What follows belongs to an exercise in optimizing a design on an open flow for small area, a short achievable clock period and few clock cycles; a production flow would make more cautious choices. No functional check of the RTL was part of any run shown here. In every run shown here, the design's own scripts or RTL, not TritonCTS, make the clock network. The clock input has no modelled driver; a real chip could not lean on it and would need a root buffer or a full tree. No activity file was given, so power comes from the tool's default toggle rates.

==> flow/design.v <==
`default_nettype none
package mpd_pkg;
  localparam int BYTE_W    = 8;
  localparam int NUM_SLOTS = 4;
  localparam int MEM_DEPTH = 64;
  localparam int HDR_LEN   = 20;
  typedef logic [BYTE_W-1:0]                byte_t;
  typedef logic [$clog2(NUM_SLOTS)-1:0]     slot_t;
  typedef logic [$clog2(MEM_DEPTH)-1:0]     addr_t;
  typedef logic [$clog2(MEM_DEPTH+1)-1:0]   len_t;
  typedef struct packed {
    logic  en;
    logic  first;
    logic  last;
    byte_t data;
  } wr_req_t;
  typedef struct packed {
    logic  en;
    slot_t slot;
    addr_t addr;
  } rd_req_t;
  typedef struct packed {
    logic  en;
    slot_t slot;
  } free_req_t;
  typedef struct packed {
    logic [47:0] dst_mac;
    logic [47:0] src_mac;
    logic [15:0] ether_type;
    logic [47:0] rest;
  } hdr_fields_t;
  typedef union packed {
    hdr_fields_t                fields;
    byte_t [0:HDR_LEN-1]        lanes;
  } hdr_u;
endpackage
`default_nettype wire
`default_nettype none
module mpd_top (
  input  wire logic           CLK,
  input  wire logic           RST_N,
  input  wire logic           rx_valid,
  input  wire mpd_pkg::byte_t rx_data,
  input  wire logic           rx_last,
  output logic                rx_ready,
  input  wire logic           fw_valid,
  input  wire logic           fw_safe,
  output logic                hdr_valid,
  output mpd_pkg::hdr_u       hdr,
  output logic                tx_valid,
  output mpd_pkg::byte_t      tx_data,
  output logic                tx_last
);
  localparam int AW    = 6;
  localparam int DEPTH = 1 << AW;
  localparam int FW    = 2;
  localparam int NFR   = 1 << FW;
  localparam int HL    = mpd_pkg::HDR_LEN;
  typedef logic [AW:0] ptr_t;
  typedef logic [FW:0] fptr_t;
  mpd_pkg::byte_t mem [DEPTH];
  logic           acc;
  logic           a_infr;      
  ptr_t           wp;          
  logic [4:0]     hcnt;
  logic [4:0]     hidx;
  assign acc  = rx_valid && rx_ready;
  assign hidx = a_infr ? hcnt : 5'd0;
  always_ff @(posedge CLK) begin
    if (acc)
      mem[wp[AW-1:0]] <= rx_data;
  end
  mpd_pkg::byte_t zd;
  assign zd = a_infr ? rx_data : '0;
  always_ff @(posedge CLK) begin
    if (acc && !a_infr)
      hdr.lanes[0] <= rx_data;
    for (int i = 1; i < HL; i++) begin
      if (acc && (!a_infr || hcnt == 5'(i)))
        hdr.lanes[i] <= zd;
    end
    if (acc)
      hcnt <= (hidx == 5'(HL)) ? hidx : hidx + 1'b1;
  end
  ptr_t  fq_end  [NFR];
  logic  fq_safe [NFR];
  fptr_t fwp;                  
  fptr_t fdp;                  
  fptr_t frp;                  
  always_ff @(posedge CLK) begin
    if (acc && rx_last)
      fq_end[fwp[FW-1:0]] <= wp + 1'b1;
    if (fw_valid)
      fq_safe[fdp[FW-1:0]] <= fw_safe;
  end
  localparam int GW = AW / 2;
  localparam int NG = 1 << GW;
  ptr_t          rp;
  ptr_t          rp1;
  ptr_t          cur_end;
  ptr_t          head_end;
  logic          busy;
  logic          at_last;      
  logic [NG-1:0] rs_lo;        
  logic [NG-1:0] rs_hi;        
  logic          dnz;          
  logic          qsafe;
  logic          can_take;
  logic          l1_head;      
  logic          eq_head;
  logic          eq_cur;
  assign rp1      = rp + 1'b1;
  assign head_end = fq_end[frp[FW-1:0]];
  assign dnz      = fdp != frp;
  assign qsafe    = fq_safe[frp[FW-1:0]];
  assign can_take = !busy || at_last;
  assign l1_head  = rp1 == head_end;
  assign eq_head  = rp + 2'd2 == head_end;
  assign eq_cur   = rp + 2'd2 == cur_end;
  function automatic logic [NG-1:0] onehot(input logic [GW-1:0] v);
    onehot = '0;
    onehot[v] = 1'b1;
  endfunction
  logic take;
  logic ts;                    
  logic drop;                  
  logic send;
  assign take      = dnz && can_take;
  assign ts        = take && qsafe;
  assign drop      = take && !qsafe;
  assign send      = busy || ts;
  mpd_pkg::byte_t grp [NG];
  mpd_pkg::byte_t rd_byte;
  always_comb begin
    rd_byte = '0;
    for (int g = 0; g < NG; g++) begin
      grp[g] = '0;
      for (int i = 0; i < NG; i++)
        grp[g] = grp[g] | (mem[g*NG+i] & {8{rs_lo[i]}});
      rd_byte = rd_byte | (grp[g] & {8{rs_hi[g]}});
    end
  end
  always_ff @(posedge CLK) begin
    tx_data <= rd_byte;
    cur_end <= ts ? head_end : cur_end;
    at_last <= ts ? eq_head : eq_cur;
  end
  ptr_t  used;
  fptr_t nfq;
  logic  full_b;               
  logic  near_b;               
  logic  full_f;
  logic  near_f;
  logic  adv;                  
  logic  a_infr_n;
  logic  room_byte;
  logic  room_frame;
  assign used       = wp - rp;
  assign nfq        = fwp - frp;
  assign full_b     = used == ptr_t'(DEPTH);
  assign near_b     = used == ptr_t'(DEPTH - 1);
  assign full_f     = nfq == fptr_t'(NFR);
  assign near_f     = nfq == fptr_t'(NFR - 1);
  assign adv        = busy || dnz;
  assign a_infr_n   = acc ? !rx_last : a_infr;
  assign room_byte  = adv || !(full_b || (near_b && acc));
  assign room_frame = take || !(full_f || (near_f && acc && rx_last));
  always_ff @(posedge CLK or negedge RST_N) begin
    if (!RST_N) begin
      rx_ready  <= 1'b0;
      a_infr    <= 1'b0;
      wp        <= '0;
      hdr_valid <= 1'b0;
      fwp       <= '0;
      fdp       <= '0;
      frp       <= '0;
      rp        <= '0;
      rs_lo     <= NG'(1);
      rs_hi     <= NG'(1);
      busy      <= 1'b0;
      tx_valid  <= 1'b0;
      tx_last   <= 1'b0;
    end else begin
      rx_ready  <= room_byte && (a_infr_n || room_frame);
      a_infr    <= a_infr_n;
      if (acc)
        wp <= wp + 1'b1;
      if (acc && rx_last)
        fwp <= fwp + 1'b1;
      hdr_valid <= acc && rx_last;
      if (fw_valid)
        fdp <= fdp + 1'b1;
      if (take)
        frp <= frp + 1'b1;
      if (drop) begin
        rp    <= head_end;
        rs_lo <= onehot(head_end[GW-1:0]);
        rs_hi <= onehot(head_end[AW-1:GW]);
      end else if (send) begin
        rp    <= rp1;
        rs_lo <= onehot(rp1[GW-1:0]);
        rs_hi <= onehot(rp1[AW-1:GW]);
      end
      busy     <= ts ? (busy || !l1_head) : (busy && !at_last);
      tx_valid <= send;
      tx_last  <= busy ? at_last : (ts && l1_head);
    end
  end
endmodule
`default_nettype wire
==> flow/flow/run.sh <==
#!/bin/bash
# The standard layout (the standard.sh), with the clock tree built by flow/cts_hook.tcl
# instead of TritonCTS. ORFS keeps each step's log under orfs/logs; make's own output goes
# to standard.log.
set -euo pipefail
export PRE_CTS_TCL="$PWD/flow/cts_hook.tcl"
bash standard.sh > standard.log 2>&1
==> flow/flow/cts_hook.tcl <==
# Sourced by ORFS's cts.tcl before clock_tree_synthesis (PRE_CTS_TCL). Builds a balanced
# two-level clock tree (4 root buffers on the clock port, 32 leaf buffers, equal register
# shares per leaf) and turns the following clock_tree_synthesis call into a no-op.
source [file join [file dirname [info script]] mytree.tcl]
mytree_build 4 8 2 2 sky130_fd_sc_hd__clkbuf_16
set_propagated_clock [all_clocks]
rename clock_tree_synthesis ""
proc clock_tree_synthesis {args} {
  puts "clock tree built by cts_hook.tcl"
}
==> flow/flow/mytree.tcl <==
# Two-level clock tree: the clock port drives NROOT root buffers, each root drives the
# leaf buffers of one part of the core, each leaf drives an equal share of the registers.
proc mytree_build {ncol nrow rcol rrow bufname} {
  set db [ord::get_db]
  set block [ord::get_db_block]
  set master [$db findMaster $bufname]
  set clk [$block findNet CLK]
  # Register clock pins on the clock net
  set sinks {}
  foreach it [$clk getITerms] {
    set inst [$it getInst]
    set bb [$inst getBBox]
    set x [expr {([$bb xMin] + [$bb xMax]) / 2}]
    set y [expr {([$bb yMin] + [$bb yMax]) / 2}]
    lappend sinks [list $x $y $it]
  }
  set n [llength $sinks]
  puts "mytree: $n sinks, $ncol x $nrow leaves, $rcol x $rrow roots"
  # Columns by x, then rows by y inside each column, equal counts
  set sinks [lsort -integer -index 0 $sinks]
  set leaves {}
  for {set c 0} {$c < $ncol} {incr c} {
    set a [expr {$c * $n / $ncol}]
    set b [expr {($c + 1) * $n / $ncol - 1}]
    set col [lsort -integer -index 1 [lrange $sinks $a $b]]
    set m [llength $col]
    for {set r 0} {$r < $nrow} {incr r} {
      set a2 [expr {$r * $m / $nrow}]
      set b2 [expr {($r + 1) * $m / $nrow - 1}]
      lappend leaves [list $c $r [lrange $col $a2 $b2]]
    }
  }
  # Root buffers
  set roots {}
  for {set i 0} {$i < $rcol * $rrow} {incr i} {
    set rnet [odb::dbNet_create $block "clknet_root_$i"]
    $rnet setSigType CLOCK
    set rinst [odb::dbInst_create $block $master "clkbuf_root_$i"]
    [$rinst findITerm A] connect $clk
    [$rinst findITerm X] connect $rnet
    lappend roots [list $rinst $rnet 0 0 0]
  }
  set li 0
  foreach lf $leaves {
    lassign $lf c r group
    set sx 0; set sy 0
    foreach s $group { incr sx [lindex $s 0]; incr sy [lindex $s 1] }
    set k [llength $group]
    set cx [expr {$sx / $k}]; set cy [expr {$sy / $k}]
    set ri [expr {($c * $rcol / $ncol) * $rrow + ($r * $rrow / $nrow)}]
    lassign [lindex $roots $ri] rinst rnet rx ry rk
    set lnet [odb::dbNet_create $block "clknet_leaf_$li"]
    $lnet setSigType CLOCK
    set linst [odb::dbInst_create $block $master "clkbuf_leaf_$li"]
    [$linst findITerm A] connect $rnet
    [$linst findITerm X] connect $lnet
    $linst setLocation $cx $cy
    $linst setPlacementStatus PLACED
    foreach s $group {
      set it [lindex $s 2]
      $it disconnect
      $it connect $lnet
    }
    lset roots $ri [list $rinst $rnet [expr {$rx + $cx}] [expr {$ry + $cy}] [expr {$rk + 1}]]
    incr li
  }
  foreach rt $roots {
    lassign $rt rinst rnet rx ry rk
    $rinst setLocation [expr {$rx / $rk}] [expr {$ry / $rk}]
    $rinst setPlacementStatus PLACED
  }
}
==> flow/standard.sh <==
#!/bin/bash
# synth_recipe.tcl (not shown) runs the flow's synth.tcl, then flattens the netlist and writes it again
# the make line also repeats each setting of config.mk as NAME=value (left out here)
make -C /OpenROAD-flow-scripts/flow DESIGN_CONFIG=/design/flow/config.mk WORK_HOME=/design/flow/orfs CLKGATE_MAP_FILE= SYNTH_SCRIPT=/design/flow/synth_recipe.tcl "${@:-finish}"
==> flow/config.mk <==
export PLATFORM = sky130hd
export DESIGN_NAME = mpd_top
export DESIGN_NICKNAME = mpd_top
export VERILOG_FILES = /design/flow/design.v
export SDC_FILE = /design/flow/constraint.sdc
export NUM_CORES = 4
export LEC_CHECK = 0
export CAP_MARGIN = 20
export CORE_MARGIN = 2
export CORE_UTILIZATION = 70
export CTS_BUF_LIST = sky130_fd_sc_hd__clkbuf_16
export CTS_CLUSTER_DIAMETER = 100
export CTS_CLUSTER_SIZE = 24
export PLACE_DENSITY = 0.8
export SETUP_SLACK_MARGIN = 4.6
export SLEW_MARGIN = 20
==> flow/constraint.sdc <==
create_clock -name core_clock -period 7.0 [get_ports {CLK}]
set_input_delay 1.4000 -clock core_clock [delete_from_list [all_inputs] [get_ports {CLK}]]
set_output_delay 1.4000 -clock core_clock [all_outputs]
set_load 0.01 [all_outputs]
==> results.toml, run 1 <==
[drt]
wl_per_cell_um = 31.4
drt_wl_total_um = 77000
dr.pass1.iters = 6
remaining_drc_errors = 0
vias = 17500
drtIter0Drc = 2770
antenna_left = 0
viasPerCell = 7.13

[power_and_ir_drop]
internal_power_mw = 8.05
seq_power_share_pct = 48.8
clkPwrFrac_pct = 17.7
combinationalPowerShare_pct = 33.5
sw_frac_of_total_pct = 34.9
peakVddDrop_mv = 0.318
p_switching_mw = 4.31
p_leak_nw = 10.8
powerDensity_nw_per_um2 = 374

[timing]
tns_ns = 0
finalMaxSlewViolations = 0
fmax_mhz = 394
setup_violations = 0
worst_slew_pin_slew_ns = 0.965
hold_viol = 0
rsz0062_at_grt = "true"
post-route-min-period_ns = 2.54
finalWorstSetupSlack_ns = 4.46
fin_skew_ns = 0.0144
max-slew-margin-rel_pct = 35.7
fin_crit_sh_pct = 36.2

[die]
die-area_sq_um = 42800
core_area_sq_um = 40700
rows = 74
die-width_um = 207
start_util_pct = 70.7
pin_count = 186
die_y_um = 207

[yosys]
syn_inst = 1687
avgSynthCellArea_sq_um = 17.1
synth_cell_types = 64
synth-main-ff-cell = "edfxtp_1"
synth_top_area_share_pct = 74.6
async_flop_share_pct = 5.84
synth_edf_count = 716
seq_area_frac_synth_pct = 79.2
ys_warn_count = 2
yosys-top-cells-area = "edfxtp_1 (75%), a22oi_1 (7.5%), dfrtp_1 (3.7%)"
synth_seq_cells = 770
synth_area_sq_um = 28800
syn_nets = 1727
yosysTopAreaCell = "edfxtp_1"

[placement]
dp_hpwl_um = 45100
placed_cell_area_sq_um = 31700
place_ws_ns = 2.64
gp_congestion = 0.947
portBuffers = 185

[global_route]
grt_overflow_total = 0
grtUsageTotal_pct = 35.0
grt_max_degree = 67
antenna_found_initial = 2
grt_pass1_vias = 16300
grt_pass1_wl_um = 108000

[setup_path]
worst-path-max-fanout = 2
cp.arrival_ns = 2.78
critical_path_class = "register to register"
worst_ep_required_time_ns = 7.25
crit_path_end_kind = "register"
critPathLaunchType = "register"

[layout]
stdcell_area_sq_um = 33100
fin_nets = 1962
area_delta_synth_final_pct = 14.8
drive_gt1_share_pct = 26.0
n_antenna_cell = 0
fillCellCount = 2095

[clocking]
clk_pin_slew_ns = 0.10
clock_latency_ns = 0.38

[hold_path]
hp-class = "register to register"

[run_status]
run_status = "timing/DRC/antenna clean"

[flow_run]
maxCapViolCount = 0
final timing paths:
path	from	slack (ns)	end	depth (start not counted)
max	wp[0]	4.46	rx_ready	7
min	fwp[2]	0.50	fwp[2]	1
max reg2reg	wp[0]	4.46	rx_ready	7
min reg2reg	fwp[2]	0.50	fwp[2]	1
max in group asynchronous	RST_N	5.36	frp[0]	2
min in group asynchronous	RST_N	1.13	hdr_valid	2
area by class of cell:
cell class | count | area [sq um] | area share, %
Buffer | 36 | 901 | 2.72
Multi-Input combinational cell | 792 | 6500 | 19.7
Tap cell | 532 | 666 | 2.01
Inverter | 29 | 138 | 0.416
Timing Repair inverter | 1 | 8.76 | 0.0265
Timing Repair Buffer | 292 | 2010 | 6.09
Sequential cell | 770 | 22800 | 69.1
cell usage after synthesis (all sizes together) (3+ instances only):
library cell	n
dfrtp	43
or3b	3
nor3b	3
clkbuf	71
or2	4
o21ai	40
and2	15
nor4	4
xnor2	34
nand3	19
a22o	6
a31oi	3
nor2b	4
nand2	49
a22oi	289
inv	28
a21oi	17
dfxtp	9
nand4	78
o31ai	6
nor3	11
buf	27
or3	8
and3	6
mux2i	4
ha	24
nand3b	4
xor2	19
mux4	8
nand2b	8
o21a	5
nor2	90
edfxtp	716
cells by family after synthesis:
family / synth area share, %
and+or+nand+nor: 5.70
AOI/OAI and AO/OA: 9.72
xor gates and xnor gates: 1.61
muxes: 0.803
buffers and inverters: 1.81
adders and majority gates: 1.18
DFF: 79.2
cells in the final DEF, fill, tap and decap left out, types with 8 or more instances in the layout:
cell       synthesis  layout
clkbuf_2           0      24
buf_2              2     148
edfxtp_1         716     716
nor2_2             2       8
nor2_4             0      58
buf_4              3      78
mux4_2             8       8
nand4_1           78      78
xor2_1            19      18
and2_1            15       9
inv_1             28      23
nand2_1           49      45
o21ai_4            0      18
nor2_1            88      24
a22oi_1          289     289
buf_12             0      12
buf_6              4      14
a21oi_1           15      15
dfrtp_1           43      27
dfxtp_1            9       9
o21ai_0           35      15
xnor2_1           34      31
clkbuf_16          0      36
dfrtp_2            0      14
ha_1              24      21
nand3_1           19      14
what timing repair did:
| action | in CTS | in global routing |
|---|---|---|
| setup endpoints to repair | 1030 | 365 |
| cloned | 2 | 1 |
| hold buffers | 0 | 0 |
| pin swaps | 22 | 15 |
| setup buffers | 53 | 33 |
| resized for setup | 674 | 92 |
routing by layer:
layer,share of wire (%),track usage [%],vias up
met5,0,0,-
met4,4.2,10.2,0
met3,12,5.51,222
met2,48,56.5,1470
met1,35,50.8,8603
li1,-,-,7184
through the flow:
stage	utilization, %	hold slack, ns	std cells	power (mW)
6_report	81.2	0.499	2452	12.4
5_1_grt	81.2	0.523	2452	12.8
4_1_cts	80.6	0.496	2418	11.9
3_5_place_dp	77.8	0.480	2327	9.68
3_3_place_gp	77.8	0.475	2327	9.56
2_1_floorplan	-	0.460	1687	8.30
power by group through the flow:
stage | logic (mW) | clock network (mW) | registers (mW)
CTS | 3.73 | 2.17 | 6.04
global route | 4.37 | 2.32 | 6.07
global placement | 3.40 | 0 | 6.15
finish | 4.14 | 2.19 | 6.03
floorplan | 2.30 | 0 | 6.01
detailed placement | 3.51 | 0 | 6.17
state kept, by name, indices dropped and copies added (netlist names):
register   flops
rs_hi          8
busy           1
rp             7
tx_data        8
at_last        1
fwp            3
frp            3
fq_end        28
rx_ready       1
tx_last        1
hcnt           5
hdr_valid      1
wp             7
mem          512
fdp            3
fq_safe        4
a_infr         1
hdr          160
rs_lo          8
tx_valid       1
cur_end        7
worst max-delay path, cell delays in order (launching register included):
cell	delay [ns]
dfrtp_2	0.46
clkinv_4	0.10
ha_4	0.18
fa_2	0.42
or4_4	0.55
or4_4	0.45
nor3_4	0.13
a311oi_2	0.12
==> inputs of run 2 (changes only) <==
--- a/flow/design.v
+++ b/flow/design.v
@@ -57,4 +57,6 @@
   localparam int NFR   = 1 << FW;
   localparam int HL    = mpd_pkg::HDR_LEN;
+  localparam int GW    = AW / 2;
+  localparam int NG    = 1 << GW;
   typedef logic [AW:0] ptr_t;
   typedef logic [FW:0] fptr_t;
@@ -68,5 +70,5 @@
   assign hidx = a_infr ? hcnt : 5'd0;
   always_ff @(posedge CLK) begin
-    if (acc)
+    if (rx_ready)
       mem[wp[AW-1:0]] <= rx_data;
   end
@@ -74,8 +76,8 @@
   assign zd = a_infr ? rx_data : '0;
   always_ff @(posedge CLK) begin
-    if (acc && !a_infr)
+    if (rx_ready && !a_infr)
       hdr.lanes[0] <= rx_data;
     for (int i = 1; i < HL; i++) begin
-      if (acc && (!a_infr || hcnt == 5'(i)))
+      if (rx_ready && (!a_infr || hcnt == 5'(i)))
         hdr.lanes[i] <= zd;
     end
@@ -88,46 +90,58 @@
   fptr_t fdp;                  
   fptr_t frp;                  
-  always_ff @(posedge CLK) begin
-    if (acc && rx_last)
+  fptr_t nfq;
+  logic  q_full;
+  assign nfq    = fwp - frp;
+  assign q_full = nfq == fptr_t'(NFR);
+  always_ff @(posedge CLK) begin
+    if (!q_full)
       fq_end[fwp[FW-1:0]] <= wp + 1'b1;
-    if (fw_valid)
+  end
+  logic h_v;                   
+  logic h_d;                   
+  logic h_s;                   
+  ptr_t h_end;
+  logic take;
+  logic ld;                    
+  logic q_dec;                 
+  logic fw_head;               
+  assign take    = h_v && h_d && can_take;
+  assign ld      = (!h_v || take) && nfq != '0;
+  assign q_dec   = fdp != frp;
+  assign fw_head = h_v && !h_d;
+  always_ff @(posedge CLK) begin
+    if (fw_valid && !fw_head)
       fq_safe[fdp[FW-1:0]] <= fw_safe;
   end
-  localparam int GW = AW / 2;
-  localparam int NG = 1 << GW;
+  always_ff @(posedge CLK) begin
+    if (ld)
+      h_end <= fq_end[frp[FW-1:0]];
+    if (ld)
+      h_s <= q_dec ? fq_safe[frp[FW-1:0]] : fw_safe;
+    else if (fw_valid && fw_head)
+      h_s <= fw_safe;
+  end
   ptr_t          rp;
   ptr_t          rp1;
   ptr_t          cur_end;
-  ptr_t          head_end;
   logic          busy;
   logic          at_last;      
+  logic          can_take;
+  logic          ts;           
+  logic          drop;         
+  logic          send;
+  logic          l1_head;      
   logic [NG-1:0] rs_lo;        
   logic [NG-1:0] rs_hi;        
-  logic          dnz;          
-  logic          qsafe;
-  logic          can_take;
-  logic          l1_head;      
-  logic          eq_head;
-  logic          eq_cur;
   assign rp1      = rp + 1'b1;
-  assign head_end = fq_end[frp[FW-1:0]];
-  assign dnz      = fdp != frp;
-  assign qsafe    = fq_safe[frp[FW-1:0]];
   assign can_take = !busy || at_last;
-  assign l1_head  = rp1 == head_end;
-  assign eq_head  = rp + 2'd2 == head_end;
-  assign eq_cur   = rp + 2'd2 == cur_end;
+  assign ts       = take && h_s;
+  assign drop     = take && !h_s;
+  assign send     = busy || ts;
+  assign l1_head  = rp1 == h_end;
   function automatic logic [NG-1:0] onehot(input logic [GW-1:0] v);
     onehot = '0;
     onehot[v] = 1'b1;
   endfunction
-  logic take;
-  logic ts;                    
-  logic drop;                  
-  logic send;
-  assign take      = dnz && can_take;
-  assign ts        = take && qsafe;
-  assign drop      = take && !qsafe;
-  assign send      = busy || ts;
   mpd_pkg::byte_t grp [NG];
   mpd_pkg::byte_t rd_byte;
@@ -143,27 +157,18 @@
   always_ff @(posedge CLK) begin
     tx_data <= rd_byte;
-    cur_end <= ts ? head_end : cur_end;
-    at_last <= ts ? eq_head : eq_cur;
-  end
-  ptr_t  used;
-  fptr_t nfq;
-  logic  full_b;               
-  logic  near_b;               
-  logic  full_f;
-  logic  near_f;
-  logic  adv;                  
-  logic  a_infr_n;
-  logic  room_byte;
-  logic  room_frame;
+    if (ts)
+      cur_end <= h_end;
+    at_last <= rp + 2'd2 == (ts ? h_end : cur_end);
+  end
+  ptr_t used;
+  logic adv;                   
+  logic a_infr_n;
+  logic room_byte;
+  logic room_frame;
   assign used       = wp - rp;
-  assign nfq        = fwp - frp;
-  assign full_b     = used == ptr_t'(DEPTH);
-  assign near_b     = used == ptr_t'(DEPTH - 1);
-  assign full_f     = nfq == fptr_t'(NFR);
-  assign near_f     = nfq == fptr_t'(NFR - 1);
-  assign adv        = busy || dnz;
+  assign adv        = busy || (h_v && h_d);
   assign a_infr_n   = acc ? !rx_last : a_infr;
-  assign room_byte  = adv || !(full_b || (near_b && acc));
-  assign room_frame = take || !(full_f || (near_f && acc && rx_last));
+  assign room_byte  = adv || !(used == ptr_t'(DEPTH) || (used == ptr_t'(DEPTH - 1) && acc));
+  assign room_frame = ld || !(q_full || (nfq == fptr_t'(NFR - 1) && acc && rx_last));
   always_ff @(posedge CLK or negedge RST_N) begin
     if (!RST_N) begin
@@ -175,4 +180,6 @@
       fdp       <= '0;
       frp       <= '0;
+      h_v       <= 1'b0;
+      h_d       <= 1'b0;
       rp        <= '0;
       rs_lo     <= NG'(1);
@@ -189,12 +196,22 @@
         fwp <= fwp + 1'b1;
       hdr_valid <= acc && rx_last;
-      if (fw_valid)
+      if (ld) begin
+        frp <= frp + 1'b1;
+        h_v <= 1'b1;
+        h_d <= q_dec || fw_valid;
+      end else begin
+        if (take)
+          h_v <= 1'b0;
+        if (fw_valid && fw_head)
+          h_d <= 1'b1;
+      end
+      if (ld && !q_dec)
         fdp <= fdp + 1'b1;
-      if (take)
-        frp <= frp + 1'b1;
+      else if (fw_valid && !fw_head)
+        fdp <= fdp + 1'b1;
       if (drop) begin
-        rp    <= head_end;
-        rs_lo <= onehot(head_end[GW-1:0]);
-        rs_hi <= onehot(head_end[AW-1:GW]);
+        rp    <= h_end;
+        rs_lo <= onehot(h_end[GW-1:0]);
+        rs_hi <= onehot(h_end[AW-1:GW]);
       end else if (send) begin
         rp    <= rp1;
==> results.toml, run 2 <==
[run_status]
run_status = "timing/DRC/antenna clean"

[placement]
dp_hpwl_um = 41000
portBuffers = 185
gp_congestion = 0.852
place_ws_ns = 3.76
placed_cell_area_sq_um = 31400

[yosys]
synth.most_common_cell = "edfxtp_1"
synth_top_area_share_pct = 74.0
synth_cell_types = 65
synth_common_cells = "edfxtp_1 (717), a22oi_1 (289), nor2_1 (89), nand4_1 (77), clkbuf_1 (71)"
syn_inst = 1711
synth-main-ff-cell = "edfxtp_1"
synth_area_sq_um = 29100
synth_seq_cells = 780
yosysTopAreaCell = "edfxtp_1"
seq_area_frac_synth_pct = 79.2
avgSynthCellArea_sq_um = 17.0
async_flop_share_pct = 6.03
ys_warn_count = 2
yosys-top-cells-area = "edfxtp_1 (74%), a22oi_1 (7.5%), dfrtp_1 (3.9%)"
synth_edf_count = 717
syn_nets = 1751

[layout]
area_delta_synth_final_pct = 10.8
fillCellCount = 2191
drive_gt1_share_pct = 22.1
final_cell_mix = "edfxtp_1 (717), a22oi_1 (289), buf_2 (135)"
fin_nets = 1940
largest_reg_flops = 512
utilization_pct = 78.7
stdcell_area_sq_um = 32200
final_common_cell = "edfxtp_1"
n_antenna_cell = 0

[global_route]
grtUsageTotal_pct = 31.7
grt_pass1_wl_um = 103000
grt_pass1_vias = 16400
antenna_found_initial = 1
grt_overflow_total = 0
grt_max_degree = 67

[hold_path]
hp-start = "cur_end[2]"
worst_hold_path.num_cells = 2
hp-class = "register to register"

[setup_path]
path_buf_inv = 1
crit_path_end_kind = "register"
critPathLaunchType = "register"
critPathMaxStageDelay_ns = 0.69
critical_path_class = "register to register"
path_depth = 4
cp_top_family = "simple AND/OR/NAND/NOR gates"
cp.arrival_ns = 2.60
rr_worst_depth = 4
worst-path-max-fanout = 11
worstReg2RegStart = "rx_ready"
cp-startpoint = "rx_ready"
crit_chain = "buf_4 -> nor2b_1 -> nand2_1 -> nor2_2"
worst_ep_required_time_ns = 7.01
critPathSlowestCell = "nor2_2"

[drt]
remaining_drc_errors = 0
vias = 16900
drtIter0Drc = 2372
antenna_left = 0
drt_wl_total_um = 69700
viasPerCell = 6.95
dr.pass1.iters = 6
wl_per_cell_um = 28.7

[timing]
finalWorstSetupSlack_ns = 4.41
fin_crit_sh_pct = 36.9
max-slew-margin-rel_pct = 30.7
setup_violations = 0
fin_skew_ns = 0.0290
hold_viol = 0
fmax_mhz = 387
rsz0062_at_grt = "true"
tns_ns = 0
worst_slew_pin_slew_ns = 1.04
finalMaxSlewViolations = 0
post-route-min-period_ns = 2.59

[die]
die_y_um = 208
pin_count = 186
start_util_pct = 71.0
core_area_sq_um = 40900
rows = 74
die-area_sq_um = 43200
die-width_um = 208

[clocking]
clock_latency_ns = 0.39
clk_pin_slew_ns = 0.09
hold_buffers = 0

[power_and_ir_drop]
p_switching_mw = 4.47
seq_power_share_pct = 52.6
internal_power_mw = 8.63
peakVddDrop_mv = 0.224
powerDensity_nw_per_um2 = 406
p_leak_nw = 10.7
clkPwrFrac_pct = 16.6
combinationalPowerShare_pct = 30.7
sw_frac_of_total_pct = 34.1

[flow_run]
maxCapViolCount = 0
-- run 2: cell types whose count changed in the layout (fill, tap and decap cells not counted), sizes merged, moves of 5 or more --
cell / change
nor3b: +5
clkbuf: +8
xnor2: -6
nor2b: +6
nand2: +6
nand3: +5
buf: -57
mux2: +5
a21oi: -7
dfxtp: +7
-- run 2: stage by stage --
stage               hold WS, ns  power, mW  cells
finish                    0.478       13.1   2430
global route              0.498       13.6   2430
CTS                       0.469       12.9   2410
detailed placement        0.455       11.0   2363
global placement          0.443       10.8   2363
floorplan                 0.434       8.94   1711
-- run 2: area by class of cell --
class                           instances  area [sq um]  share of cell area [%]
Inverter                               29           119                   0.369
Buffer                                 36           901                    2.80
Sequential cell                       780         23100                    71.6
Multi-Input combinational cell        807          5990                    18.6
Timing Repair Buffer                  246          1480                    4.60
Tap cell                              532           666                    2.07
-- run 2: power by group through the flow --
stage / Sequential (mW) / Clock, mW / Combinational (mW)
6_report: 6.89 / 2.18 / 4.03
3_5_place_dp: 7.03 / 0 / 3.94
2_1_floorplan: 6.83 / 0 / 2.11
4_1_cts: 6.89 / 2.18 / 3.86
5_1_grt: 6.96 / 2.33 / 4.30
3_3_place_gp: 7.00 / 0 / 3.82
-- run 2: per-layer routing --
metal,share of wire [%],routed length [um],GRT usage (%)
met1,37,26100,46.4
met2,47,33000,50.1
met3,11,8020,5.31
met4,3.7,2610,10.1
met5,0.019,13,0
-- run 2: cells by family (layout without fill, tap and decap cells) --
group	after synthesis	in the layout	share of synthesized area, %
AO/OA/AOI/OAI	385	385	9.63
multiplexers	18	18	1.00
AND/OR/NAND/NOR	331	331	5.87
flip-flops	780	780	79.2
adder cells (fa/ha/maj)	26	26	1.17
buffers and inverters	124	311	1.66
XOR/XNOR	47	47	1.47
-- run 2: path summary, 6_finish.rpt --
path                               to  slack [ns]
max                        mem[44][5]        4.41
min                        cur_end[2]        0.48
max reg2reg                mem[44][5]        4.41
min reg2reg                cur_end[2]        0.48
max in group asynchronous    rs_lo[5]        5.51
min in group asynchronous      fdp[0]        1.00
-- run 2: worst reg2reg max path, cell delays in order (launching register included) --
cell     delay (ns)
dfrtp_2        0.39
buf_4          0.24
nor2b_1        0.31
nand2_1        0.57
nor2_2         0.70
-- run 2: repair_timing --
action / in CTS / in global routing
endpoints found under the setup margin: 870 / 471
pin swaps: 2 / 9
resized for setup: 680 / 102
buffers inserted: 11 / 20
==> inputs of run 3 (changes only) <==
==> flow/design.v (replaced) <==
`default_nettype none
package mpd_pkg;
  localparam int BYTE_W    = 8;
  localparam int NUM_SLOTS = 4;
  localparam int MEM_DEPTH = 64;
  localparam int HDR_LEN   = 20;
  typedef logic [BYTE_W-1:0]                byte_t;
  typedef logic [$clog2(NUM_SLOTS)-1:0]     slot_t;
  typedef logic [$clog2(MEM_DEPTH)-1:0]     addr_t;
  typedef logic [$clog2(MEM_DEPTH+1)-1:0]   len_t;
  typedef struct packed {
    logic  en;
    logic  first;
    logic  last;
    byte_t data;
  } wr_req_t;
  typedef struct packed {
    logic  en;
    slot_t slot;
    addr_t addr;
  } rd_req_t;
  typedef struct packed {
    logic  en;
    slot_t slot;
  } free_req_t;
  typedef struct packed {
    logic [47:0] dst_mac;
    logic [47:0] src_mac;
    logic [15:0] ether_type;
    logic [47:0] rest;
  } hdr_fields_t;
  typedef union packed {
    hdr_fields_t                fields;
    byte_t [0:HDR_LEN-1]        lanes;
  } hdr_u;
endpackage
`default_nettype wire
`default_nettype none
module mpd_top (
  input  wire logic           CLK,
  input  wire logic           RST_N,
  input  wire logic           rx_valid,
  input  wire mpd_pkg::byte_t rx_data,
  input  wire logic           rx_last,
  output logic                rx_ready,
  input  wire logic           fw_valid,
  input  wire logic           fw_safe,
  output logic                hdr_valid,
  output mpd_pkg::hdr_u       hdr,
  output logic                tx_valid,
  output mpd_pkg::byte_t      tx_data,
  output logic                tx_last
);
  localparam int AW    = 6;
  localparam int DEPTH = 1 << AW;
  localparam int FW    = 2;
  localparam int NFR   = 1 << FW;
  localparam int HL    = mpd_pkg::HDR_LEN;
  typedef logic [AW:0] ptr_t;
  typedef logic [FW:0] fptr_t;
  mpd_pkg::byte_t mem [DEPTH];
  logic           acc;
  logic           a_infr;      
  ptr_t           wp;          
  logic [4:0]     hcnt;
  logic [4:0]     hidx;
  assign acc  = rx_valid && rx_ready;
  assign hidx = a_infr ? hcnt : 5'd0;
  always_ff @(posedge CLK) begin
    if (acc)
      mem[wp[AW-1:0]] <= rx_data;
  end
  mpd_pkg::byte_t zd;
  assign zd = a_infr ? rx_data : '0;
  always_ff @(posedge CLK) begin
    if (acc && !a_infr)
      hdr.lanes[0] <= rx_data;
    for (int i = 1; i < HL; i++) begin
      if (acc && (!a_infr || hcnt == 5'(i)))
        hdr.lanes[i] <= zd;
    end
    if (acc)
      hcnt <= (hidx == 5'(HL)) ? hidx : hidx + 1'b1;
  end
  ptr_t  fq_end  [NFR];
  logic  fq_safe [NFR];
  fptr_t fwp;                  
  fptr_t fdp;                  
  fptr_t frp;                  
  always_ff @(posedge CLK) begin
    if (acc && rx_last)
      fq_end[fwp[FW-1:0]] <= wp + 1'b1;
    if (fw_valid)
      fq_safe[fdp[FW-1:0]] <= fw_safe;
  end
  ptr_t  rp;
  ptr_t  rp_n;
  ptr_t  cur_end;
  ptr_t  end_n;
  ptr_t  head_end;
  logic  head_safe;
  logic  head_rdy;
  logic  h_dec;                
  logic  h_safe;               
  fptr_t ndec;                 
  fptr_t frp1;
  assign ndec = fdp - frp;
  assign frp1 = frp + 1'b1;
  logic  busy;
  logic  at_last;              
  logic  take;
  logic  start;
  logic  send;
  logic  drop;
  logic  last_byte;
  always_ff @(posedge CLK) begin
    if (take)
      h_safe <= (ndec > fptr_t'(1)) ? fq_safe[frp1[FW-1:0]] : fw_safe;
    else
      h_safe <= (ndec != '0) ? fq_safe[frp[FW-1:0]] : fw_safe;
  end
  assign head_end  = fq_end[frp[FW-1:0]];
  assign head_safe = h_safe;
  assign head_rdy  = h_dec;
  assign take      = head_rdy && (!busy || at_last);
  assign start     = take && head_safe && !busy;
  assign send      = busy || start;
  assign drop      = take && !head_safe;
  assign last_byte = busy ? at_last : rp + 1'b1 == head_end;
  assign rp_n      = drop ? head_end : send ? rp + 1'b1 : rp;
  assign end_n     = (take && head_safe) ? head_end : cur_end;
  localparam int GW = AW / 2;
  localparam int NG = 1 << GW;
  logic [NG-1:0]  rs_lo;       
  logic [NG-1:0]  rs_hi;       
  mpd_pkg::byte_t grp [NG];
  mpd_pkg::byte_t rd_byte;
  always_comb begin
    rd_byte = '0;
    for (int g = 0; g < NG; g++) begin
      grp[g] = '0;
      for (int i = 0; i < NG; i++)
        grp[g] = grp[g] | (mem[g*NG+i] & {8{rs_lo[i]}});
      rd_byte = rd_byte | (grp[g] & {8{rs_hi[g]}});
    end
  end
  always_ff @(posedge CLK or negedge RST_N) begin
    if (!RST_N) begin
      rs_lo <= NG'(1);
      rs_hi <= NG'(1);
    end else begin
      for (int i = 0; i < NG; i++) begin
        rs_lo[i] <= rp_n[GW-1:0] == GW'(i);
        rs_hi[i] <= rp_n[AW-1:GW] == GW'(i);
      end
    end
  end
  always_ff @(posedge CLK) begin
    tx_data <= rd_byte;
    cur_end <= end_n;
    at_last <= rp + 2'd2 == end_n;
  end
  ptr_t  used;
  fptr_t nfq;
  logic  a_infr_n;
  logic  room_byte;
  logic  room_frame;
  assign used       = wp - rp;
  assign nfq        = fwp - frp;
  assign a_infr_n   = acc ? !rx_last : a_infr;
  assign room_byte  = send || drop || !(used == ptr_t'(DEPTH) || (used == ptr_t'(DEPTH - 1) && acc));
  assign room_frame = take || !(nfq == fptr_t'(NFR) || (nfq == fptr_t'(NFR - 1) && acc && rx_last));
  always_ff @(posedge CLK or negedge RST_N) begin
    if (!RST_N) begin
      rx_ready  <= 1'b0;
      a_infr    <= 1'b0;
      wp        <= '0;
      hdr_valid <= 1'b0;
      fwp       <= '0;
      fdp       <= '0;
      frp       <= '0;
      h_dec     <= 1'b0;
      rp        <= '0;
      busy      <= 1'b0;
      tx_valid  <= 1'b0;
      tx_last   <= 1'b0;
    end else begin
      rx_ready  <= room_byte && (a_infr_n || room_frame);
      a_infr    <= a_infr_n;
      if (acc)
        wp <= wp + 1'b1;
      if (acc && rx_last)
        fwp <= fwp + 1'b1;
      hdr_valid <= acc && rx_last;
      if (fw_valid)
        fdp <= fdp + 1'b1;
      if (take)
        frp <= frp + 1'b1;
      h_dec <= fw_valid || ndec > fptr_t'(1) || (ndec == fptr_t'(1) && !take);
      rp <= rp_n;
      if (take && head_safe)
        busy <= !(start && last_byte);
      else if (at_last)
        busy <= 1'b0;
      tx_valid <= send;
      tx_last  <= send && last_byte;
    end
  end
endmodule
`default_nettype wire
==> results.toml, run 3 <==
[timing]
fmax_mhz = 405
worst_slew_pin_slew_ns = 1.01
fin_crit_sh_pct = 35.3
rsz0062_at_grt = "true"
tns_ns = 0
fin_skew_ns = 0.0172
setup_violations = 0
post-route-min-period_ns = 2.47
hold_viol = 0
max-slew-margin-rel_pct = 32.4
finalMaxSlewViolations = 0

[drt]
antenna_left = 0
remaining_drc_errors = 0
drtIter0Drc = 2353
dr.pass1.iters = 9
viasPerCell = 7.06
vias = 16600
drt_wl_total_um = 71800
wl_per_cell_um = 30.5

[power_and_ir_drop]
peakVddDrop_mv = 0.422
powerDensity_nw_per_um2 = 371
p_leak_nw = 10.4

[layout]
area_delta_synth_final_pct = 12.4
final_common_cell = "edfxtp_1"
stdcell_area_sq_um = 32000
fin_nets = 1867
fillCellCount = 2109
largest_reg_flops = 512
final_cell_mix = "edfxtp_1 (709), a22oi_1 (288), buf_2 (136)"
n_antenna_cell = 0
drive_gt1_share_pct = 22.8

[setup_path]
worst_ep_required_time_ns = 5.60
crit_path_end_kind = "output pin"
worst-path-max-fanout = 1
critical_path_class = "register to output pin"
critPathMaxStageDelay_ns = 0.49
critPathSlowestCell = "edfxtp_1"
critPathLaunchType = "register"
cp_top_family = "flip-flops"
crit_chain = "buf_2"
path_buf_inv = 1
cp.arrival_ns = 1.07

[flow_run]
maxCapViolCount = 0

[placement]
dp_hpwl_um = 44000
placed_cell_area_sq_um = 31300
portBuffers = 185
gp_congestion = 0.991

[global_route]
antenna_found_initial = 0
grt_pass1_wl_um = 104000
grtUsageTotal_pct = 34.0
grt_overflow_total = 0
grt_pass1_vias = 15900
grt_max_degree = 65

[yosys]
avgSynthCellArea_sq_um = 17.3
synth.most_common_cell = "edfxtp_1"
ys_warn_count = 2
synth_seq_cells = 772
async_flop_share_pct = 5.96
synth-main-ff-cell = "edfxtp_1"
seq_area_frac_synth_pct = 80.1
synth_cell_types = 61
synth_edf_count = 709
syn_nets = 1684
synth_common_cells = "edfxtp_1 (709), a22oi_1 (288), nor2_1 (100), nand4_1 (75), clkbuf_1 (67)"
syn_inst = 1645
yosys-top-cells-area = "edfxtp_1 (75%), a22oi_1 (7.6%), dfrtp_1 (3.9%)"
yosysTopAreaCell = "edfxtp_1"
synth_area_sq_um = 28500
synth_top_area_share_pct = 74.8

[hold_path]
hp-class = "register to register"

[clocking]
clock_latency_ns = 0.38
clk_pin_slew_ns = 0.10
hold_buffers = 0

[die]
die_y_um = 206
core_area_sq_um = 39900
pin_count = 186
rows = 73
die-area_sq_um = 42300
start_util_pct = 71.3
die-width_um = 206

[run_status]
run_status = "timing/DRC/antenna clean"
run 3: cell count changes in the layout (fill, tap and decap cells not counted), sizes merged, moves of 4 or more:
cell and change:
nand2 -5, nor3b -5, nor2b -7, nor2 +11
a21o -4, nand3 -6, buf -11, edfxtp -8
nor3 -6, o31ai -5, xor2 -5
run 3: worst paths after layout:
| check | start | to | slack, ns | cells after the start |
|---|---|---|---|---|
| worst min-delay path | cur_end[6] | cur_end[6] | 0.47 | 2 |
| worst max-delay path | hdr[152] | hdr[152] | 4.53 | 1 |
| worst min register to register | cur_end[6] | cur_end[6] | 0.47 | 2 |
| worst max register to register | frp[0] | at_last | 4.65 | 6 |
| max in group asynchronous | RST_N | frp[0] | 5.42 | 2 |
| min in group asynchronous | RST_N | rs_lo[6] | 1.11 | 2 |
run 3: through the flow:
stage	hold slack, ns	utilization [%]	power [mW]	cells	setup WS, ns
global route	0.499	80.1	12.3	2351	4.52
floorplan	0.431	-	8.21	1645	4.41
global placement	0.440	78.4	9.56	2289	3.10
CTS	0.467	80.5	11.8	2341	4.50
detailed placement	0.454	78.4	9.67	2289	3.04
finish	0.466	80.1	11.9	2351	4.53
run 3: kinds of logic after synthesis:
| group | share of synthesized area (%) |
|---|---|
| DFF | 80.1 |
| xor gates and xnor gates | 1.46 |
| AOI/OAI and AO/OA | 8.96 |
| adders and majority gates | 1.18 |
| muxes | 1.04 |
| buffers and inverters | 1.63 |
| and+or+nand+nor | 5.67 |
run 3: per-layer routing:
| metal | wire length (um) | vias to the layer above | GRT usage, % |
|---|---|---|---|
| met2 | 34500 | 1361 | 54.8 |
| met5 | 0 | - | 0 |
| met1 | 25600 | 8159 | 49.6 |
| li1 | - | 6874 | - |
| met4 | 2660 | 0 | 9.38 |
| met3 | 9030 | 197 | 5.43 |
run 3: cell type report:
type | instances | area [sq um] | area share (%)
Inverter | 26 | 113 | 0.352
Timing Repair Buffer | 233 | 1470 | 4.60
Multi-Input combinational cell | 759 | 6040 | 18.9
Sequential cell | 772 | 22800 | 71.3
Tap cell | 525 | 657 | 2.05
Buffer | 36 | 901 | 2.82
run 3: timing repair:
action                                   CTS  global route
setup buffers                             16            10
pin swaps                                  7             6
resized for setup                        660            76
endpoints found under the setup margin  1079           320
run 3: worst reg2reg max path: cells and delay by family, from the launching register on:
kind	cells	cell delay [ns]
buffers and inverters	1	0.16
muxes	2	0.80
and+or+nand+nor	1	0.52
AOI/OAI and AO/OA	1	0.15
xor gates and xnor gates	1	0.13
DFF	1	0.51
run 3: power breakdown:
part	total [mW]	internal [mW]	switching [mW]
logic	3.61	1.23	2.38
clock network	2.18	0.927	1.25
registers	6.09	5.72	0.373
total	11.9	7.88	4.00
==> inputs of run 4 (changes only) <==
--- a/flow/design.v
+++ b/flow/design.v
@@ -68,5 +68,5 @@
   assign hidx = a_infr ? hcnt : 5'd0;
   always_ff @(posedge CLK) begin
-    if (acc)
+    if (rx_ready)
       mem[wp[AW-1:0]] <= rx_data;
   end
@@ -74,8 +74,8 @@
   assign zd = a_infr ? rx_data : '0;
   always_ff @(posedge CLK) begin
-    if (acc && !a_infr)
+    if (rx_ready && !a_infr)
       hdr.lanes[0] <= rx_data;
     for (int i = 1; i < HL; i++) begin
-      if (acc && (!a_infr || hcnt == 5'(i)))
+      if (rx_ready && (!a_infr || hcnt == 5'(i)))
         hdr.lanes[i] <= zd;
     end
==> results.toml, run 4 <==
[setup_path]
cp.arrival_ns = 2.57
worst_ep_required_time_ns = 7.00
critical_path_class = "register to register"
crit_path_end_kind = "register"
critPathLaunchType = "register"
worst-path-max-fanout = 8

[yosys]
synth_area_sq_um = 28400
synth.most_common_cell = "edfxtp_1"
syn_inst = 1636
synth_common_cells = "edfxtp_1 (709), a22oi_1 (288), nor2_1 (98), nand4_1 (76), clkbuf_1 (60)"
async_flop_share_pct = 5.96
ys_warn_count = 2
yosys-top-cells-area = "edfxtp_1 (75%), a22oi_1 (7.6%), dfrtp_1 (3.9%)"
synth-main-ff-cell = "edfxtp_1"
synth_edf_count = 709
synth_cell_types = 62
seq_area_frac_synth_pct = 80.1
synth_seq_cells = 772
syn_nets = 1675
avgSynthCellArea_sq_um = 17.4
synth_top_area_share_pct = 74.8
yosysTopAreaCell = "edfxtp_1"

[layout]
fillCellCount = 2122
largest_reg_flops = 512
area_delta_synth_final_pct = 10.8
drive_gt1_share_pct = 21.0
n_antenna_cell = 0
fin_nets = 1854
utilization_pct = 79.0
final_common_cell = "edfxtp_1"
final_cell_mix = "edfxtp_1 (709), a22oi_1 (286), buf_2 (110)"

[timing]
fin_skew_ns = 0.0247
worst_slew_pin_slew_ns = 1.01
hold_viol = 0
finalMaxSlewViolations = 0
tns_ns = 0
finalWorstSetupSlack_ns = 4.44
fmax_mhz = 390
rsz0062_at_grt = "true"
holdWs_ns = 0.465
post-route-min-period_ns = 2.56
fin_crit_sh_pct = 36.6
max-slew-margin-rel_pct = 32.8
setup_violations = 0

[placement]
gp_congestion = 0.893
place_ws_ns = 3.78
portBuffers = 185
dp_hpwl_um = 40700

[flow_run]
maxCapViolCount = 0

[global_route]
grt_overflow_total = 0
antenna_found_initial = 1
grt_pass1_vias = 15600
grt_pass1_wl_um = 99300
grt_max_degree = 67
grtUsageTotal_pct = 32.0

[drt]
vias = 16200
wl_per_cell_um = 29.1
antenna_left = 0
dr.pass1.iters = 5
viasPerCell = 6.94
drtIter0Drc = 1880
remaining_drc_errors = 0
drt_wl_total_um = 67900

[power_and_ir_drop]
peakVddDrop_mv = 0.447
p_leak_nw = 10.4
powerDensity_nw_per_um2 = 407
power_mw = 12.8

[hold_path]
hp-class = "register to register"

[die]
rows = 73
start_util_pct = 71.3
die-area_sq_um = 42300
core_area_sq_um = 39900
die-width_um = 206
pin_count = 186
die_y_um = 206

[clocking]
clk_pin_slew_ns = 0.09
hold_buffers = 0
clock_latency_ns = 0.38

[run_status]
run_status = "timing/DRC/antenna clean"
[run 4: cell count changes after synthesis, moves of 6 or more]
cell	previous run	this run
clkbuf_1	67	60
nand2_1	50	43
a21oi_1	7	13
mux4_1	0	7
o21ai_0	35	28
and2_1	14	21
mux4_2	8	2
[run 4: through the flow]
step / area, sq um / std cells
2_1_floorplan: 28400 / 1636
3_3_place_gp: 30800 / 2287
3_5_place_dp: 30800 / 2287
4_1_cts: 31600 / 2328
5_1_grt: 31500 / 2338
6_report: 31500 / 2338
[run 4: cell type report]
class	count	area, sq um	share of cell area (%)
Multi-Input combinational cell	755	5620	17.8
Inverter	25	98.8	0.314
Tap cell	525	657	2.08
Sequential cell	772	22800	72.4
Timing Repair Buffer	225	1440	4.58
Buffer	36	901	2.86
[run 4: worst max-delay path: stages (launching register included)]
cell and delay [ns]:
dfrtp_2 0.38, buf_4 0.19, nor2b_1 0.34, nand2_1 0.57, nor2_2 0.71
[run 4: power breakdown]
part / total [mW] / internal [mW] / switching, mW
Clock: 2.16 / 0.926 / 1.23
Sequential: 6.57 / 6.09 / 0.480
Combinational: 4.10 / 1.35 / 2.75
Total: 12.8 / 8.37 / 4.46
[run 4: final timing paths]
kind / from / to / slack (ns) / depth (start not counted)
setup / recovery: rx_ready / mem[0][1] / 4.44 / 4
hold / removal: cur_end[0] / cur_end[0] / 0.47 / 2
setup reg to reg: rx_ready / mem[0][1] / 4.44 / 4
hold reg to reg: cur_end[0] / cur_end[0] / 0.47 / 2
max in group asynchronous: RST_N / rs_lo[2] / 5.47 / 1
min in group asynchronous: RST_N / fdp[0] / 1.03 / 1
[run 4: routing by layer]
| layer | share of wire (%) | global-route usage, % | vias to the layer above |
|---|---|---|---|
| met1 | 37 | 47.0 | 8137 |
| li1 | - | - | 6853 |
| met5 | 0.019 | 0 | - |
| met3 | 10 | 3.36 | 143 |
| met4 | 2.9 | 8.04 | 2 |
| met2 | 49 | 52.7 | 1093 |
[run 4: cell families after synthesis]
group                    share of synthesized area (%)
multiplexers                                     0.840
AO/OA/AOI/OAI                                     9.08
XOR/XNOR                                          1.57
adder cells (fa/ha/maj)                           1.18
buffers and inverters                             1.51
AND/OR/NAND/NOR                                   5.72
flip-flops                                        80.1
[run 4: what timing repair did]
action	CTS	global route
resized for setup	584	164
endpoints found under the setup margin	880	604
pin swaps	1	7
buffers inserted	5	10
==> inputs of run 5 (changes only) <==
--- a/flow/design.v
+++ b/flow/design.v
@@ -166,8 +166,14 @@
   logic  room_byte;
   logic  room_frame;
+  logic  h_dec_n;
+  logic  busy_n;
+  assign h_dec_n = fw_valid || ndec > fptr_t'(1) || (ndec == fptr_t'(1) && !take);
+  assign busy_n  = (take && head_safe) ? !(start && last_byte) : (busy && !at_last);
   assign used       = wp - rp;
   assign nfq        = fwp - frp;
   assign a_infr_n   = acc ? !rx_last : a_infr;
-  assign room_byte  = send || drop || !(used == ptr_t'(DEPTH) || (used == ptr_t'(DEPTH - 1) && acc));
+  assign room_byte  = busy_n || h_dec_n ||
+                      ((send || drop) ? !(used == ptr_t'(DEPTH) && acc)
+                                      : !(used == ptr_t'(DEPTH) || (used == ptr_t'(DEPTH - 1) && acc)));
   assign room_frame = take || !(nfq == fptr_t'(NFR) || (nfq == fptr_t'(NFR - 1) && acc && rx_last));
   always_ff @(posedge CLK or negedge RST_N) begin
@@ -197,10 +203,7 @@
       if (take)
         frp <= frp + 1'b1;
-      h_dec <= fw_valid || ndec > fptr_t'(1) || (ndec == fptr_t'(1) && !take);
+      h_dec <= h_dec_n;
       rp <= rp_n;
-      if (take && head_safe)
-        busy <= !(start && last_byte);
-      else if (at_last)
-        busy <= 1'b0;
+      busy <= busy_n;
       tx_valid <= send;
       tx_last  <= send && last_byte;
==> results.toml, run 5 <==
[timing]
rsz0062_at_grt = "true"
worst_slew_pin_slew_ns = 1.02
finalWorstSetupSlack_ns = 4.41
hold_viol = 0
fmax_mhz = 387
tns_ns = 0
post-route-min-period_ns = 2.59
setup_violations = 0
finalMaxSlewViolations = 0
fin_skew_ns = 0.0139
fin_crit_sh_pct = 37.0
max-slew-margin-rel_pct = 32.2

[global_route]
grt_pass1_vias = 15800
grt_max_degree = 67
grt_pass1_wl_um = 102000
grtUsageTotal_pct = 33.0
antenna_found_initial = 1
grt_overflow_total = 0

[drt]
dr.pass1.iters = 8
drt_wl_total_um = 69500
vias = 16400
drt-met1-wl_um = 25500
wl_per_cell_um = 29.6
dr.max_layer_used = "met4"
met3_length_um = 8040
antenna_left = 0
dr_wl_met2_um = 33600
viasPerCell = 7.01
drtIter0Drc = 2513
remaining_drc_errors = 0

[setup_path]
worst-path-max-fanout = 11
critPathLaunchType = "register"
worst_ep_required_time_ns = 7.01
critical_path_class = "register to register"
crit_path_end_kind = "register"
cp.arrival_ns = 2.60

[die]
die_y_um = 206
pin_count = 186
core_area_sq_um = 40000
rows = 73
die-area_sq_um = 42400
start_util_pct = 71.3
die-width_um = 206

[power_and_ir_drop]
peakVddDrop_mv = 0.381
power_mw = 12.7
p_leak_nw = 10.5
powerDensity_nw_per_um2 = 401

[run_status]
run_status = "timing/DRC/antenna clean"

[yosys]
ys_warn_count = 2
synth_common_cells = "edfxtp_1 (709), a22oi_1 (290), nor2_1 (92), nand4_1 (77), clkbuf_1 (63)"
syn_inst = 1636
synth-main-ff-cell = "edfxtp_1"
synth_area_sq_um = 28500
async_flop_share_pct = 5.96
yosysTopAreaCell = "edfxtp_1"
seq_area_frac_synth_pct = 79.9
avgSynthCellArea_sq_um = 17.4
yosys-top-cells-area = "edfxtp_1 (75%), a22oi_1 (7.6%), dfrtp_1 (3.9%)"
synth_edf_count = 709
synth_top_area_share_pct = 74.7
synth_seq_cells = 772
syn_nets = 1675
synth.most_common_cell = "edfxtp_1"
synth_cell_types = 58

[hold_path]
hp-class = "register to register"

[placement]
dp_hpwl_um = 41200
place_ws_ns = 3.76
portBuffers = 185
gp_congestion = 0.844

[layout]
final_cell_mix = "edfxtp_1 (709), a22oi_1 (288), buf_2 (141)"
drive_gt1_share_pct = 22.1
largest_reg_flops = 512
final_common_cell = "edfxtp_1"
n_antenna_cell = 0
fillCellCount = 2154
area_delta_synth_final_pct = 10.8
fin_nets = 1861

[clocking]
hold_buffers = 0
clock_latency_ns = 0.38
clk_pin_slew_ns = 0.09

[flow_run]
maxCapViolCount = 0
## run 5: final cells by class
class,instances,area (sq um),share of cell area [%]
Sequential cell,772,22800,72.2
Multi-Input combinational cell,748,5660,17.9
Timing Repair Buffer,237,1440,4.57
Buffer,36,901,2.85
Tap cell,525,657,2.08
Inverter,27,120,0.380
## run 5: final timing paths
| check | start | to | slack [ns] | cells past startpoint |
|---|---|---|---|---|
| min in group asynchronous | RST_N | fdp[1] | 1.01 | 1 |
| max in group asynchronous | RST_N | rs_lo[3] | 5.52 | 1 |
| min reg2reg | fdp[2] | fdp[2] | 0.49 | 1 |
| min | fdp[2] | fdp[2] | 0.49 | 1 |
| max reg2reg | rx_ready | mem[0][5] | 4.41 | 4 |
| max | rx_ready | mem[0][5] | 4.41 | 4 |
## run 5: report_power, final
group / total (mW) / leakage [nW] / switching [mW] / internal (mW)
Clock: 2.17 / 0.444 / 1.25 / 0.927
Combinational: 3.81 / 2.83 / 2.45 / 1.36
Sequential: 6.70 / 7.21 / 0.641 / 6.06
## run 5: repair_timing
action | CTS | global route
setup endpoints to repair | 878 | 523
resized for setup | 666 | 109
setup buffers | 16 | 9
gates cloned | 0 | 0
pin swaps | 4 | 4
## run 5: worst max-delay path, stage by stage, from the launching register on
cell and delay [ns]:
dfrtp_4 0.42, buf_4 0.23, nor2b_1 0.37, nand2_1 0.51, nor2_2 0.68
## run 5: kinds of logic (layout without fill, tap and decap cells)
group	count (synthesis)	after routing	share of synthesized area (%)
fa+ha+maj	25	25	1.18
mux	20	20	1.13
buf+inv	116	300	1.58
xor+xnor	48	48	1.72
simple gates	305	305	5.51
compound gates	350	350	8.99
flops	772	772	79.9
## run 5: stage by stage
step / cells / hold slack, ns / cell area, sq um / util (%)
after floorplan: 1636 / 0.443 / 28600 / -
after global placement: 2283 / 0.460 / 30900 / 77.2
after detailed placement: 2284 / 0.472 / 30900 / 77.2
after CTS: 2336 / 0.485 / 31600 / 79.1
after global routing: 2345 / 0.492 / 31600 / 79.0
final: 2345 / 0.486 / 31600 / 79.0
## run 5: per-layer routing
metal / track usage [%] / vias to the layer above
li1: - / 6874
met1: 48.9 / 8176
met2: 53.1 / 1220
met3: 4.24 / 171
met4: 9.67 / 0
met5: 0 / -
==> inputs of run 6 (changes only) <==
--- a/flow/design.v
+++ b/flow/design.v
@@ -68,5 +68,5 @@
   assign hidx = a_infr ? hcnt : 5'd0;
   always_ff @(posedge CLK) begin
-    if (rx_ready)
+    if (acc)
       mem[wp[AW-1:0]] <= rx_data;
   end
@@ -74,8 +74,8 @@
   assign zd = a_infr ? rx_data : '0;
   always_ff @(posedge CLK) begin
-    if (rx_ready && !a_infr)
+    if (acc && !a_infr)
       hdr.lanes[0] <= rx_data;
     for (int i = 1; i < HL; i++) begin
-      if (rx_ready && (!a_infr || hcnt == 5'(i)))
+      if (acc && (!a_infr || hcnt == 5'(i)))
         hdr.lanes[i] <= zd;
     end
==> results.toml, run 6 <==
[drt]
dr_wl_met2_um = 35200
dr.pass1.iters = 6
vias = 16700
antenna_left = 0
viasPerCell = 7.08
drtIter0Drc = 2376
drt_wl_total_um = 72000
remaining_drc_errors = 0
drt-met1-wl_um = 25400
met3_length_um = 8420
wl_per_cell_um = 30.6
dr.max_layer_used = "met4"

[setup_path]
cp.arrival_ns = 2.80
worst-path-max-fanout = 11
rr_worst_depth = 8
crit_path_end_kind = "register"
worstReg2RegStart = "wp[5]"
r2r-end = "rx_ready"
critical_path_class = "register to register"
r2r_setup_slack_ns = 4.44
critPathLaunchType = "register"
worst_ep_required_time_ns = 7.24

[power_and_ir_drop]
powerDensity_nw_per_um2 = 347
clkPwrFrac_pct = 19.4
power_mw = 11.2
peakVddDrop_mv = 0.289
p_leak_nw = 10.5
sw_frac_of_total_pct = 32.7
p_switching_mw = 3.66
seq_power_share_pct = 52.3
internal_power_mw = 7.53
combinationalPowerShare_pct = 28.3

[global_route]
grt_max_degree = 67
grt_pass1_vias = 16000
grt_pass1_wl_um = 105000
grtUsageTotal_pct = 34.2
grt_overflow_total = 0
antenna_found_initial = 0

[die]
die-width_um = 206
rows = 73
die-area_sq_um = 42300
die_y_um = 206
core_area_sq_um = 39900
start_util_pct = 71.3
pin_count = 186

[clocking]
hold_buffers = 0
clk_pin_slew_ns = 0.09
clock_latency_ns = 0.38

[hold_path]
hp-class = "register to register"
hp-start = "cur_end[5]"
worst_hold_path.num_cells = 1
min_to = "cur_end[5]"

[yosys]
synth_edf_count = 709
syn_inst = 1642
synth-main-ff-cell = "edfxtp_1"
syn_nets = 1681
synth_cell_types = 60
yosysTopAreaCell = "edfxtp_1"
seq_area_frac_synth_pct = 80.0
avgSynthCellArea_sq_um = 17.3
async_flop_share_pct = 5.96
yosys-top-cells-area = "edfxtp_1 (75%), a22oi_1 (7.6%), dfrtp_1 (3.9%)"
synth_common_cells = "edfxtp_1 (709), a22oi_1 (289), nor2_1 (98), nand4_1 (75), clkbuf_1 (70)"
synth_area_sq_um = 28500
synth_seq_cells = 772
ys_warn_count = 2
synth.most_common_cell = "edfxtp_1"
synth_top_area_share_pct = 74.8

[run_status]
run_status = "timing/DRC/antenna clean"

[placement]
dp_hpwl_um = 43400
portBuffers = 185
gp_congestion = 0.934

[timing]
fin_crit_sh_pct = 36.6
fmax_mhz = 390
finalMaxSlewViolations = 0
fin_skew_ns = 0.0136
post-route-min-period_ns = 2.56
rsz0062_at_grt = "true"
hold_viol = 0
tns_ns = 0
worst_slew_pin_slew_ns = 1.08
max-slew-margin-rel_pct = 27.8
setup_violations = 0

[layout]
final_common_cell = "edfxtp_1"
area_delta_synth_final_pct = 13.2
fin_nets = 1869
largest_reg_flops = 512
drive_gt1_share_pct = 23.7
n_antenna_cell = 0
final_cell_mix = "edfxtp_1 (709), a22oi_1 (289), buf_2 (133)"

[flow_run]
maxCapViolCount = 0
[run 6: cell types whose count changed after synthesis, moves of 4 or more]
cell / change
and2_1: +5
mux4_2: -4
clkbuf_1: +7
nor2_1: +6
xnor2_1: +7
nor3_1: +6
buf_1: -8
xor2_1: -4
[run 6: area by class of cell]
class,count,area (sq um)
Inverter,27,113
Buffer,36,901
Multi-Input combinational cell,754,6160
Tap cell,525,657
Fill cell,2016,7680
Timing Repair Buffer,239,1590
Sequential cell,772,22800
[run 6: power by group through the flow]
| stage | Sequential [mW] | Clock (mW) | Combinational, mW |
|---|---|---|---|
| after floorplan | 5.80 | 0 | 1.91 |
| after global placement | 5.95 | 0 | 2.78 |
| after detailed placement | 5.96 | 0 | 2.87 |
| after CTS | 5.84 | 2.15 | 3.03 |
| after global routing | 5.88 | 2.29 | 3.37 |
| final | 5.86 | 2.17 | 3.17 |
[run 6: what timing repair did]
action / CTS / global route
endpoints found under the setup margin: 1045 / 400
pin swaps: 25 / 10
endpoints found under the hold margin: 0 / 0
gates resized for setup: 673 / 91
buffers inserted: 27 / 8
[run 6: stage by stage]
step	std cells	setup slack, ns	utilization [%]	area, sq um	hold WS, ns
2_1_floorplan	1642	4.41	-	29000	0.444
4_1_cts	2345	4.48	81.2	32400	0.492
5_1_grt	2353	4.39	80.7	32200	0.511
3_3_place_gp	2282	3.02	78.3	31300	0.457
3_5_place_dp	2282	3.01	78.3	31300	0.472
6_report	2353	4.44	80.7	32200	0.488
[run 6: cells by family after synthesis]
group	Yosys count	share of synthesized area (%)
AOI/OAI and AO/OA	352	9.03
adders and majority gates	25	1.18
xor gates and xnor gates	47	1.49
and+or+nand+nor	310	5.53
buffers and inverters	116	1.60
muxes	20	1.13
DFF	772	80.0
[run 6: worst max-delay path: stages (launching register included)]
cell      delay, ns
dfrtp_2        0.56
ha_1           0.40
inv_1          0.12
and3_1         0.21
a211o_1        0.28
a311oi_2       0.28
nand3_1        0.17
o31ai_2        0.26
a41oi_2        0.15
[run 6: layer usage]
| metal | vias to the layer above | global-route usage, % |
|---|---|---|
| li1 | 6889 | - |
| met1 | 8216 | 48.7 |
| met2 | 1335 | 56.1 |
| met3 | 231 | 4.75 |
| met4 | 0 | 10.6 |
| met5 | - | 0 |
[run 6: worst max-delay path by stage]
stage,start,to,slack (ns),cells past startpoint
3_5_place_dp,rx_valid,mem[37][6],3.01,4
4_1_cts,wp[0],rx_ready,4.48,11
6_report,wp[5],rx_ready,4.44,8
5_1_grt,wp[5],rx_ready,4.39,8
3_3_place_gp,rx_valid,mem[12][0],3.02,4
2_1_floorplan,rx_valid,hdr[24],4.41,4
==> inputs of run 7 (changes only) <==
--- a/flow/config.mk
+++ b/flow/config.mk
@@ -13,4 +13,4 @@
 export CTS_CLUSTER_SIZE = 24
 export PLACE_DENSITY = 0.8
-export SETUP_SLACK_MARGIN = 4.6
+export SETUP_SLACK_MARGIN = 4.5
 export SLEW_MARGIN = 20
==> results.toml, run 7 <==
[die]
die-width_um = 206
rows = 73
core_area_sq_um = 39900
die-area_sq_um = 42300
die_y_um = 206

[power_and_ir_drop]
power_mw = 11.2
powerDensity_nw_per_um2 = 343
p_leak_nw = 10.6
p_switching_mw = 3.67
seq_power_share_pct = 52.2
peakVddDrop_mv = 0.515

[timing]
fin_skew_ns = 0.0198
post-route-min-period_ns = 2.54
hold_viol = 0
fin_crit_sh_pct = 36.4
setup_violations = 0
tns_ns = 0
finalWorstSetupSlack_ns = 4.46
rsz0062_at_grt = "true"
max-slew-margin-rel_pct = 28.6
holdWs_ns = 0.486
worst_slew_pin_slew_ns = 1.07

[drt]
drt_wl_total_um = 72000
antenna_left = 0
drtIter0Drc = 2290
remaining_drc_errors = 0
viasPerCell = 7.11

[hold_path]
hp-class = "register to register"
hp-start = "cur_end[5]"
worst_hold_path.num_cells = 1
min_to = "cur_end[5]"

[placement]
place_ws_ns = 2.95
place_inst = 2285
placed_cell_area_sq_um = 31200
portBuffers = 185

[yosys]
synth_edf_count = 709
syn_nets = 1681
ys_warn_count = 2
synth_common_cells = "edfxtp_1 (709), a22oi_1 (289), nor2_1 (98), nand4_1 (75), clkbuf_1 (70)"
avgSynthCellArea_sq_um = 17.3
synth_top_area_share_pct = 74.8
synth_seq_cells = 772
synth_area_sq_um = 28500
yosys-top-cells-area = "edfxtp_1 (75%), a22oi_1 (7.6%), dfrtp_1 (3.9%)"
syn_inst = 1642
async_flop_share_pct = 5.96
synth.most_common_cell = "edfxtp_1"
yosysTopAreaCell = "edfxtp_1"

[clocking]
clk_pin_slew_ns = 0.09
clock_latency_ns = 0.38

[setup_path]
cp.arrival_ns = 2.79
worstReg2RegStart = "wp[3]"
r2r_setup_slack_ns = 4.46
r2r-end = "rx_ready"
crit_path_end_kind = "register"
worst-path-max-fanout = 13
rr_worst_depth = 9

[layout]
area_delta_synth_final_pct = 14.6
utilization_pct = 81.8
final_cell_mix = "edfxtp_1 (709), a22oi_1 (289), dlygate4sd2_1 (131)"
stdcell_area_sq_um = 32600
final_common_cell = "edfxtp_1"
instances_no_fill = 2349
fin_nets = 1864
drive_gt1_share_pct = 14.6
largest_reg_flops = 512

[global_route]
antenna_found_initial = 2
grt_pass1_wl_um = 105000
grt_pass1_vias = 15800
grt_overflow_total = 0

[run_status]
run_status = "timing/DRC/antenna clean"
run 7: metal layers:
metal | track usage [%] | up-vias | share of wire [%]
li1 | - | 6886 | -
met1 | 49.6 | 8240 | 35
met2 | 56.0 | 1383 | 49
met3 | 4.69 | 184 | 12
met4 | 10.3 | 0 | 3.8
met5 | 0 | - | 0
run 7: worst max-delay path, stage by stage, from the launching register on:
cell	delay, ns
dfrtp_2	0.57
ha_1	0.42
o21ai_0	0.11
a21oi_1	0.25
nor4_1	0.12
a311oi_2	0.36
nand3_1	0.18
buf_4	0.17
o41ai_2	0.05
a41oi_1	0.16
run 7: worst max path at each step:
stage	end	start	cells past startpoint	slack (ns)
finish	rx_ready	wp[3]	9	4.46
global route	rx_ready	frp[0]	9	4.41
CTS	hdr[26]	rx_valid	5	4.39
detailed placement	mem[12][5]	rx_valid	4	2.95
global placement	mem[4][0]	rx_valid	4	3.07
floorplan	hdr[24]	rx_valid	4	4.41
run 7: layout make-up:
cell class / count / area [sq um] / share of cell area [%]
diodes: 1 / 2.50 / 0.00767
well taps: 525 / 657 / 2.01
inverters: 27 / 110 / 0.337
plain buffers: 36 / 901 / 2.76
multi-input cells: 754 / 6090 / 18.6
repair buffers: 234 / 2070 / 6.34
flip-flops and latches: 772 / 22800 / 69.9
run 7: power by group through the flow:
| stage | logic (mW) | registers [mW] | clock network, mW |
|---|---|---|---|
| floorplan | 1.88 | 5.80 | 0 |
| global placement | 2.80 | 5.94 | 0 |
| detailed placement | 2.88 | 5.96 | 0 |
| CTS | 3.04 | 5.83 | 2.15 |
| global route | 3.37 | 5.87 | 2.30 |
| finish | 3.18 | 5.84 | 2.17 |
run 7: timing repair:
item	in CTS	in global routing
endpoints found under the setup margin	1000	306
gates resized for setup	305	39
buffers inserted	20	7
pin swaps	21	6
run 7: cells by family after synthesis:
logic type | after synthesis | share of synthesized area (%)
DFF | 772 | 80.0
and+or+nand+nor | 310 | 5.53
adders and majority gates | 25 | 1.18
buffers and inverters | 116 | 1.60
AOI/OAI and AO/OA | 352 | 9.03
muxes | 20 | 1.13
xor gates and xnor gates | 47 | 1.49

Setup slack of run 7, layout unchanged: 4.455 ns with ideal ports, 4.379 ns with driving cells assumed (clock clkbuf_16, inputs buf_2), 4.139 ns with port delays also shifted by the 0.497 ns mid clock arrival.
